Background: an optimization exercise with open tools, aiming at small area, a short achievable clock period and few clock cycles per item. Do not read the settings as production practice. RTL that was checked went through simulation tests only; none was proved equivalent to the original.

== v6 ==
Design cos_unit, start of the top module:
module cos_unit (
    input  logic        clock,
    input  logic        arst_n,
    input  logic        clk_en,
    input  logic        start,
    input  logic [31:0] dataa,
    output logic [31:0] result,
    output logic        done
);
Size in the first run: about 120 flip-flops, about 69 I/O pins, ~0.014 mm^2 of cells after synthesis.
make LEC_CHECK=0 ABC_AREA=1 CAP_MARGIN=20 CORE_MARGIN=2 CORE_UTILIZATION=70 SETUP_SLACK_MARGIN=5 SLEW_MARGIN=20 TNS_END_PERCENT=100 finish   # period 8.0 ns
run.sh (not shown) runs the stock make flow with config.mk's settings and CLKGATE_MAP_FILE= SYNTH_SCRIPT=/design/flow/synth_recipe.tcl, a recipe that flattens the netlist after the stock synthesis.
Run status, v6: aborted in global routing (5_1_grt), error GRT-0116
The following lists how v7 was set up differently from v6:
- a change of SETUP_SLACK_MARGIN from 5 to 4.5
- a change of CORE_UTILIZATION from 70 to 60
Results
FAIL: v6; every other run in v7 and v6 is clean. Summary of v7 over v6: post-placement cell count moved up; cts-stage hold buffer count level; total half-perimeter wirelength after legalization and detailed placement moved up. Taking v7 over v6, the post-cts repair resize count ratio works out to 0.18. v6 -> v7: cell area after placement flat. Re count of flip-flops with a built-in enable after synthesis: no difference whatsoever between v7 and v6. Note that the count of standard-cell rows recorded for v6 amounts to 0.927 times the value seen in v7.
Function was not checked in any run of this note: the RTL went through the layout flow alone.

## trial 64
Another version of the RTL of cos_unit (not shown whole).
Size: ~2400 cells after synthesis.
clock: 8.0 ns
lec_check: 0
abc_area: 1
cap_margin: 20
core_margin: 2
core_utilization: 45
setup_slack_margin: 4.5
slew_margin: 20
tns_end_percent: 100
standard.sh (not shown) runs the stock make flow with config.mk's settings and CLKGATE_MAP_FILE= SYNTH_SCRIPT=/design/flow/synth_recipe.tcl, a recipe that flattens the netlist after the stock synthesis.
==> flow/flow/run.sh <==
#!/bin/bash
# Standard layout, but the port buffers are buf_2 cells instead of the delay
# buffers buffer_ports picks by default. Full tool output goes to standard_flow.log.
set -euo pipefail
bash standard.sh "BUFFER_PORTS_ARGS=-buffer_cell sky130_fd_sc_hd__buf_2" finish > standard_flow.log 2>&1
Trial 64 | stages: all done | timing, DRC, antenna: all pass
> inputs changed (trial 64 -> build 60)
--- a/flow/config.mk
+++ b/flow/config.mk
@@ -11,3 +11,3 @@
 export CORE_UTILIZATION = 45
-export SETUP_SLACK_MARGIN = 4.5
+export SETUP_SLACK_MARGIN = 4.8
 export SLEW_MARGIN = 20
Findings:
Of build 60 and trial 64, it is build 60 that has the lower post-layout worst setup margin. From trial 64 to build 60 the numbers moved as follows: via count stayed essentially flat.
No functional check of the RTL was part of any run of this note.

Another version of the RTL of cos_unit (not shown whole).
For scale: ~3,300 cells after synthesis, roughly 130 flip-flops, about 69 I/O pins, ~18,000 µm² of cells after synthesis.
Settings: LEC_CHECK=0, ABC_AREA=1, CAP_MARGIN=20, CORE_MARGIN=2, CORE_UTILIZATION=45, SETUP_SLACK_MARGIN=4.8, SLEW_MARGIN=20, TNS_END_PERCENT=100; clock period 8.0 ns.
Scripts as last shown in full above: flow/flow/run.sh
The baseline completed without violations.
Testbench counts at the start, summed over its fixed seeds: cycles 7,168, items 512.
==> next run, changes <==
- ABC_AREA: 1 -> 0
- SETUP_SLACK_MARGIN: 4.8 -> 4.5
Result:
- via count fell by about a fifth
- design area climbs slightly
- clock-buffer cell count is lower by 2
- register-to-register slack got worse by 770 ps
- routed wire length decreases by roughly a tenth
==> next run, changes <==
- ABC_AREA: 0 -> 1
- SETUP_SLACK_MARGIN: 4.5 -> 4.8
- TNS_END_PERCENT: 100 -> 20
Outcome: The changed run produced a clean layout. Die area goes up by 12%. Maximum frequency goes up by 20%. Clock skew is about the same. Wire length goes up by 14%. Non-clock buffer count goes down by 149. Clock-buffer cell count goes up by 2. Global-route usage goes up by 1.7 points. Utilization goes down by 7.4 points. Sequential share of layout area goes up by 0.21 points. Cell count goes up by about 43%.

JK:
cos_unit again, from the RTL that the note above started with.
clock: 8.0 ns
lec_check: 0
abc_area: 1
cap_margin: 20
core_margin: 2
core_utilization: 45
cts_buf_list: sky130_fd_sc_hd__clkbuf_4 sky130_fd_sc_hd__clkbuf_8
setup_slack_margin: 4.8
slew_margin: 20
tns_end_percent: 100
Scripts as last shown in full above: flow/flow/run.sh
Testbench counts of JK, summed over its fixed seeds: cycles 7,168, items 512.
The inputs of MS differ from those of JK as listed below.
Settings: swapping 1 for 0 in ABC_AREA; clearing CTS_BUF_LIST, which used to be sky130_fd_sc_hd__clkbuf_4 sky130_fd_sc_hd__clkbuf_8.
### Flow results
Taking JK as the reference point, the global routing usage summed across all routing layers of MS falls by 0.78 points.
MS: critical path depth is 1 lower than what JK reported.
Taking JK over MS, the count of nets after finishing ratio works out to 1.4.
Modified inputs, AL compared to MS
Settings: PLACE_DENSITY now 0.72, previously not set; ABC_AREA now 1, was 0.
Results
For the proportion of synthesized area in mux cells, AL came in 11 points lower than MS did.
cordic_rotator_inst.y[26] as the timing endpoint of the critical path was reported by MS, and cordic_rotator_inst.z[23] by AL.
The run showing the greater final-layout non-clock buffer area share is MS.
Against MS, AL comes in 5500 µm higher on global-route wire length before repair.
What TR does differently from AL at the input level:
Settings: TNS_END_PERCENT changed from 100 to 50; PLACE_DENSITY removed (was 0.72).
Notes after the runs:
TR closes out successfully: all stages finished, all timing, DRC and antenna checks passed.
On global-route track usage on met3: between TR and AL, it ends up higher for AL.
The pin slew with the least headroom to its limit in TR was lower than what AL gave.
Taking AL as the reference point, the clock-buffer cell count of TR rises by 1.
Delta (TR minus AL): post-synthesis instance area roughly the same, utilization went down, count of routing violations after the opening detailed-route iteration lower.
In TR, global-route wire length before repair is higher than in AL.
## Diff of input files: PW against TR
Settings: TNS_END_PERCENT: 50 -> 100; SETUP_SLACK_MARGIN: 4.8 -> 4.9.
Notes after the runs:
PW — post-CTS resize count 42 higher, TR as reference
More vias were needed by PW than by TR.

static timing again, ports no longer ideal:
The results above use ideal ports. As a check the final layouts listed here were re-extracted and re-timed, cells and wires unchanged. Step 1: set_driving_cell puts a clkbuf_16 on clock and a buf_2 on each other input, an assumption about the parent block. Step 2, shift: input delay + t, output delay - t, t = (earliest + latest rising clock arrival at the registers) / 2. This alone moves slack from input paths to output paths. Slacks: no drivers / after step 1 / after step 2; pairs: no drivers / after step 1.
| run | t, ns | slack for setup (ns) | clock arrival spread, ns | worst register clock-pin slew, ns |
|---|---|---|---|---|
| v7 | 0.488 | 4.464 / 4.464 / 4.249 | 0.018 / 0.018 | 0.08 / 0.08 |
| trial 64 | 0.506 | 4.279 / 4.279 / 4.201 | 0.018 / 0.018 | 0.07 / 0.07 |
| build 60 | 0.492 | 4.264 / 4.264 / 4.264 | 0.016 / 0.016 | 0.07 / 0.07 |
| the first run of note 3 | 0.534 | 4.945 / 4.956 / 4.445 | 0.015 / 0.014 | 0.07 / 0.07 |
| the second run of note 3 | 0.504 | 4.193 / 4.193 / 4.126 | 0.015 / 0.014 | 0.07 / 0.07 |
| the third run of note 3 | 0.534 | 4.840 / 4.840 / 4.428 | 0.015 / 0.015 | 0.07 / 0.07 |
| JK | 0.609 | 4.908 / 4.908 / 4.331 | 0.030 / 0.029 | 0.10 / 0.10 |
| MS | 0.497 | 4.188 / 4.188 / 4.188 | 0.014 / 0.015 | 0.07 / 0.07 |
| AL | 0.514 | 4.894 / 4.894 / 4.549 | 0.013 / 0.013 | 0.07 / 0.07 |
| TR | 0.536 | 4.878 / 4.878 / 4.417 | 0.014 / 0.014 | 0.07 / 0.07 |
| PW | 0.540 | 4.938 / 4.938 / 4.538 | 0.016 / 0.016 | 0.07 / 0.07 |
After both steps setup and hold are still met in every run listed. For JK, which loses most, drivers alone change the setup slack by 0.000 ns; drivers and shift together by -0.577 ns.
